What follows belongs to an exercise in optimizing a design on an open flow for small area, a short achievable clock period and few clock cycles per item; a production flow would make more cautious choices. Where RTL was checked, it was by simulation tests only, not by an equivalence proof against the original.

## job 101
Design mat_engine_top, start of the top module:
module mat_engine_top (
    input  logic                           clk,
    input  logic                           rst_n,
    input  logic                           cmd_valid,
    input  logic [1:0]                     cmd_op,
    input  logic [mat_cfg_pkg::ADDR_W-1:0] cmd_addr,
    input  logic [mat_cfg_pkg::OPND_W-1:0] cmd_data,
    input  logic [mat_cfg_pkg::ADDR_W-1:0] rd_addr,
    output logic [mat_cfg_pkg::ACC_W-1:0]  rd_data,
    output logic                           busy,
    output logic                           done
);
Size in the first run: ~3100 cells after synthesis, roughly 43 I/O pins, ~0.046 mm² of cells after synthesis.
==> module host_cmd_decode, before the edit <==
module host_cmd_decode (
    input  logic                           clk,
    input  logic                           rst_n,
    input  logic                           cmd_valid,
    input  logic [1:0]                     cmd_op,
    input  logic                           busy_next,
    output logic                           wr_a,
    output logic                           wr_b,
    output logic                           start,
    output logic                           clr
);
    logic cmd_ok;
    assign cmd_ok = cmd_valid && !busy_next;
    assign wr_a   = cmd_ok && (cmd_op == OP_LOAD_A);
    assign wr_b   = cmd_ok && (cmd_op == OP_LOAD_B);
    always_ff @(posedge clk or negedge rst_n) begin
        if (!rst_n) begin
            start <= 1'b0;
        end else begin
            start <= cmd_ok && (cmd_op == OP_START);
        end
    end
    always_ff @(posedge clk or negedge rst_n) begin
        if (!rst_n) begin
            clr <= 1'b1;
        end else begin
            clr <= 1'b0;
        end
    end
endmodule
==> module matmul_execute, before the edit <==
module matmul_execute (
    input  logic                            clk,
    input  logic                            rst_n,
    input  logic                            clr,
    input  logic                            start,
    input  logic                            load,
    input  logic                            sel_a,
    input  logic [ADDR_W-1:0]               addr,
    input  mat_cfg_pkg::operand_t           data,
    input  logic [OPND_W-1:0]               old_val,
    input  logic [MAT_N*OPND_W-1:0]         x_row,
    output logic                            busy,
    output logic                            busy_next,
    output logic                            done,
    output logic [MAT_N*MAT_N*C_W-1:0]    c_live
);
    localparam int DW = OPND_W + 1;
    logic                        s1_vld;
    logic signed [DW-1:0]        s1_d;
    logic [3:0]                  s1_bn  [MAT_N];
    logic [3:0]                  s1_bo  [MAT_N];
    logic [3:0]                  s1_bt  [MAT_N];
    logic [IDX_W-1:0]            s1_sel [MAT_N];
    logic signed [C_W-1:0]       c_old  [MAT_N];
    logic signed [C_W-1:0]       c_new  [MAT_N];
    assign busy_next = start;
    always_ff @(posedge clk or negedge rst_n) begin
        if (!rst_n) begin
            busy <= 1'b0;
            done <= 1'b0;
        end else begin
            busy <= busy_next;
            if (start) begin
                done <= 1'b0;
            end else if (busy) begin
                done <= 1'b1;
            end
        end
    end
    always_ff @(posedge clk or negedge rst_n) begin
        if (!rst_n) begin
            s1_vld <= 1'b0;
        end else begin
            s1_vld <= load;
        end
    end
    always_ff @(posedge clk) begin
        s1_d <= DW'($signed(data)) - DW'($signed(old_val));
        for (int m = 0; m < MAT_N; m++) begin
            for (int k = 0; k < 4; k++) begin
                logic [2:0] t;
                t = {x_row[m*OPND_W + 2*k + 1], x_row[m*OPND_W + 2*k],
                     (k == 0) ? 1'b0 : x_row[m*OPND_W + 2*k - 1]};
                s1_bn[m][k] <= t[2];
                s1_bo[m][k] <= t[1] ^ t[0];
                s1_bt[m][k] <= (t == 3'b011) || (t == 3'b100);
            end
            s1_sel[m] <= sel_a ? addr[ADDR_W-1:IDX_W] : IDX_W'(m) - addr[IDX_W-1:0];
        end
    end
    always_comb begin
        for (int m = 0; m < MAT_N; m++) begin
            c_old[m] = '0;
            for (int r = 0; r < MAT_N; r++) begin
                if (s1_sel[m] == IDX_W'(r)) begin
                    c_old[m] = c_live[(r*MAT_N + ((m - r) & (MAT_N - 1)))*C_W +: C_W];
                end
            end
        end
    end
    for (genvar m = 0; m < MAT_N; m++) begin : g_lane
        mac_lane u_mac (
            .d (s1_d),
            .bn(s1_bn[m]),
            .bo(s1_bo[m]),
            .bt(s1_bt[m]),
            .c (c_old[m]),
            .y (c_new[m])
        );
    end
    always_ff @(posedge clk) begin
        for (int r = 0; r < MAT_N; r++) begin
            for (int c = 0; c < MAT_N; c++) begin
                if (clr || (s1_vld && s1_sel[(r + c) % MAT_N] == IDX_W'(r))) begin
                    c_live[(r*MAT_N + c)*C_W +: C_W] <= clr ? '0 : c_new[(r + c) % MAT_N];
                end
            end
        end
    end
endmodule
==> module mat_engine_top, before the edit <==
module mat_engine_top (
    input  logic                           clk,
    input  logic                           rst_n,
    input  logic                           cmd_valid,
    input  logic [1:0]                     cmd_op,
    input  logic [mat_cfg_pkg::ADDR_W-1:0] cmd_addr,
    input  logic [mat_cfg_pkg::OPND_W-1:0] cmd_data,
    input  logic [mat_cfg_pkg::ADDR_W-1:0] rd_addr,
    output logic [mat_cfg_pkg::ACC_W-1:0]  rd_data,
    output logic                           busy,
    output logic                           done
);
    logic                          wr_a;
    logic                          wr_b;
    logic                          start;
    logic                          clr;
    logic                          busy_next;
    logic                          sel_a;
    logic [OPND_W-1:0]             old_val;
    logic [MAT_N*OPND_W-1:0]       x_row;
    logic [MAT_N*MAT_N*C_W-1:0]  c_live;
    assign sel_a = (cmd_op == mat_ctrl_pkg::OP_LOAD_A);
    host_cmd_decode u_decode (
        .clk       (clk),
        .rst_n     (rst_n),
        .cmd_valid (cmd_valid),
        .cmd_op    (cmd_op),
        .busy_next (busy_next),
        .wr_a      (wr_a),
        .wr_b      (wr_b),
        .start     (start),
        .clr       (clr)
    );
    operand_bank u_bank (
        .clk     (clk),
        .clr     (clr),
        .wr_a    (wr_a),
        .wr_b    (wr_b),
        .sel_a   (sel_a),
        .addr    (cmd_addr),
        .data    (cmd_data),
        .old_val (old_val),
        .x_row   (x_row)
    );
    matmul_execute u_exec (
        .clk       (clk),
        .rst_n     (rst_n),
        .clr       (clr),
        .start     (start),
        .load      (wr_a || wr_b),
        .sel_a     (sel_a),
        .addr      (cmd_addr),
        .data      (cmd_data),
        .old_val   (old_val),
        .x_row     (x_row),
        .busy      (busy),
        .busy_next (busy_next),
        .done      (done),
        .c_live    (c_live)
    );
    result_store u_result (
        .clk      (clk),
        .copy     (busy),
        .c_live   (c_live),
        .rd_addr  (rd_addr),
        .rd_data  (rd_data)
    );
endmodule
clock: 8.5 ns
lec_check: 0
cap_margin: 20
core_margin: 2
core_utilization: 55
place_density: 0.7
setup_slack_margin: 3.5
slew_margin: 20
run.sh (not shown) runs the stock make flow with config.mk's settings and CLKGATE_MAP_FILE= SYNTH_SCRIPT=/design/flow/synth_recipe.tcl, a recipe that flattens the netlist after the stock synthesis.
Changes in job 102 relative to job 101:
-- flow/design.v --
<<< job 101, line 33
    input  logic                           cmd_valid,
    input  logic [1:0]                     cmd_op,
    input  logic                           busy_next,
    output logic                           wr_a,
    output logic                           wr_b,
    output logic                           start,
    output logic                           clr
);
    logic cmd_ok;
    assign cmd_ok = cmd_valid && !busy_next;
    assign wr_a   = cmd_ok && (cmd_op == OP_LOAD_A);
    assign wr_b   = cmd_ok && (cmd_op == OP_LOAD_B);
    always_ff @(posedge clk or negedge rst_n) begin
        if (!rst_n) begin
            start <= 1'b0;
        end else begin
            start <= cmd_ok && (cmd_op == OP_START);
        end
    end
    always_ff @(posedge clk or negedge rst_n) begin
        if (!rst_n) begin
            clr <= 1'b1;
        end else begin
            clr <= 1'b0;
        end
    end
endmodule
`timescale 1ns/1ps
>>> job 102, line 33
    input  logic                           cmd_valid,
    input  logic [1:0]                     cmd_op,
    input  logic [mat_cfg_pkg::ADDR_W-1:0] cmd_addr,
    input  mat_cfg_pkg::operand_t          cmd_data,
    input  logic                           busy,
    output logic                           wr_a,
    output logic                           wr_b,
    output logic                           sel_a,
    output logic [mat_cfg_pkg::ADDR_W-1:0] wr_addr,
    output mat_cfg_pkg::operand_t          wr_data,
    output logic                           start,
    output logic                           clr
);
    logic       cmd_vld_q;
    logic [1:0] cmd_op_q;
    logic       cmd_ok;
    always_ff @(posedge clk or negedge rst_n) begin
        if (!rst_n) begin
            cmd_vld_q <= 1'b0;
            cmd_op_q  <= OP_NOP;
            clr       <= 1'b1;
        end else begin
            cmd_vld_q <= cmd_valid;
            cmd_op_q  <= cmd_op;
            clr       <= 1'b0;
        end
    end
    always_ff @(posedge clk) begin
        wr_addr <= cmd_addr;
        wr_data <= cmd_data;
    end
    assign cmd_ok = cmd_vld_q && !busy;
    assign wr_a   = cmd_ok && (cmd_op_q == OP_LOAD_A);
    assign wr_b   = cmd_ok && (cmd_op_q == OP_LOAD_B);
    assign start  = cmd_ok && (cmd_op_q == OP_START);
    assign sel_a  = (cmd_op_q == OP_LOAD_A);
endmodule
`timescale 1ns/1ps
<<< job 101, line 118
    input  logic [MAT_N*OPND_W-1:0]         x_row,
    output logic                            busy,
    output logic                            busy_next,
    output logic                            done,
    output logic [MAT_N*MAT_N*C_W-1:0]    c_live
>>> job 102, line 128
    input  logic [MAT_N*OPND_W-1:0]         x_row,
    output logic                            busy,
    output logic                            done,
    output logic [MAT_N*MAT_N*C_W-1:0]    c_live
<<< job 101, line 131
    logic signed [C_W-1:0]       c_old  [MAT_N];
    logic signed [C_W-1:0]       c_new  [MAT_N];
    assign busy_next = start;
    always_ff @(posedge clk or negedge rst_n) begin
        if (!rst_n) begin
>>> job 102, line 140
    logic signed [C_W-1:0]       c_old  [MAT_N];
    logic signed [C_W-1:0]       c_new  [MAT_N];
    always_ff @(posedge clk or negedge rst_n) begin
        if (!rst_n) begin
<<< job 101, line 137
            done <= 1'b0;
        end else begin
            busy <= busy_next;
            if (start) begin
                done <= 1'b0;
>>> job 102, line 145
            done <= 1'b0;
        end else begin
            busy <= start;
            if (start) begin
                done <= 1'b0;
<<< job 101, line 374
    logic                          start;
    logic                          clr;
    logic                          busy_next;
    logic                          sel_a;
    logic [OPND_W-1:0]             old_val;
    logic [MAT_N*OPND_W-1:0]       x_row;
    logic [MAT_N*MAT_N*C_W-1:0]  c_live;
    assign sel_a = (cmd_op == mat_ctrl_pkg::OP_LOAD_A);
    host_cmd_decode u_decode (
        .clk       (clk),
>>> job 102, line 382
    logic                          start;
    logic                          clr;
    logic [ADDR_W-1:0]             wr_addr;
    mat_cfg_pkg::operand_t         wr_data;
    logic                          sel_a;
    logic [OPND_W-1:0]             old_val;
    logic [MAT_N*OPND_W-1:0]       x_row;
    logic [MAT_N*MAT_N*C_W-1:0]  c_live;
    host_cmd_decode u_decode (
        .clk       (clk),
<<< job 101, line 385
        .cmd_valid (cmd_valid),
        .cmd_op    (cmd_op),
        .busy_next (busy_next),
        .wr_a      (wr_a),
        .wr_b      (wr_b),
        .start     (start),
        .clr       (clr)
>>> job 102, line 393
        .cmd_valid (cmd_valid),
        .cmd_op    (cmd_op),
        .cmd_addr  (cmd_addr),
        .cmd_data  (cmd_data),
        .busy      (busy),
        .wr_a      (wr_a),
        .wr_b      (wr_b),
        .sel_a     (sel_a),
        .wr_addr   (wr_addr),
        .wr_data   (wr_data),
        .start     (start),
        .clr       (clr)
<<< job 101, line 397
        .wr_b    (wr_b),
        .sel_a   (sel_a),
        .addr    (cmd_addr),
        .data    (cmd_data),
        .old_val (old_val),
        .x_row   (x_row)
>>> job 102, line 410
        .wr_b    (wr_b),
        .sel_a   (sel_a),
        .addr    (wr_addr),
        .data    (wr_data),
        .old_val (old_val),
        .x_row   (x_row)
<<< job 101, line 409
        .load      (wr_a || wr_b),
        .sel_a     (sel_a),
        .addr      (cmd_addr),
        .data      (cmd_data),
        .old_val   (old_val),
        .x_row     (x_row),
        .busy      (busy),
        .busy_next (busy_next),
        .done      (done),
        .c_live    (c_live)
>>> job 102, line 422
        .load      (wr_a || wr_b),
        .sel_a     (sel_a),
        .addr      (wr_addr),
        .data      (wr_data),
        .old_val   (old_val),
        .x_row     (x_row),
        .busy      (busy),
        .done      (done),
        .c_live    (c_live)
--- outcome ---
Die area ended up 1.5% higher on job 102 than on job 101. Job 102 has more setup slack than job 101. Number of distinct library cells after synthesis (higher): job 102. [job 102] area used by multi-input combinational logic rose about 0.56% relative to job 101.
Testbench counts of job 102, summed over its fixed seeds: cycles 12,816, items 480.
Only the layout flow was run in job 101; the RTL was not checked for function there.

static timing again, ports no longer ideal:
The flow's constraints put no driver on any port. The routed layouts listed below were extracted and timed again, unchanged, in two steps.
Step 1 assumes that a clkbuf_16 drives the clock port and a buf_2 every other input.
Step 2 moves the port delays by t, midway between the first and last clock arrival at a register: inputs arrive t later, outputs are due t later. That takes back most of the time a late clock gives input paths.
Three values: no drivers, after step 1, after step 2; two values: the first two.
| run | t, ns | setup slack, ns | latest minus earliest clock arrival (ns) |
|---|---|---|---|
| job 101 | 0.716 | 3.457 / 3.223 / 2.861 | 0.103 / 0.103 |
| job 102 | 0.714 | 3.491 / 3.145 / 3.145 | 0.024 / 0.025 |
After both steps every run listed still meets setup and hold. The setup slack of job 101, which loses most, moves by -0.234 ns with the drivers and by -0.596 ns with both steps.
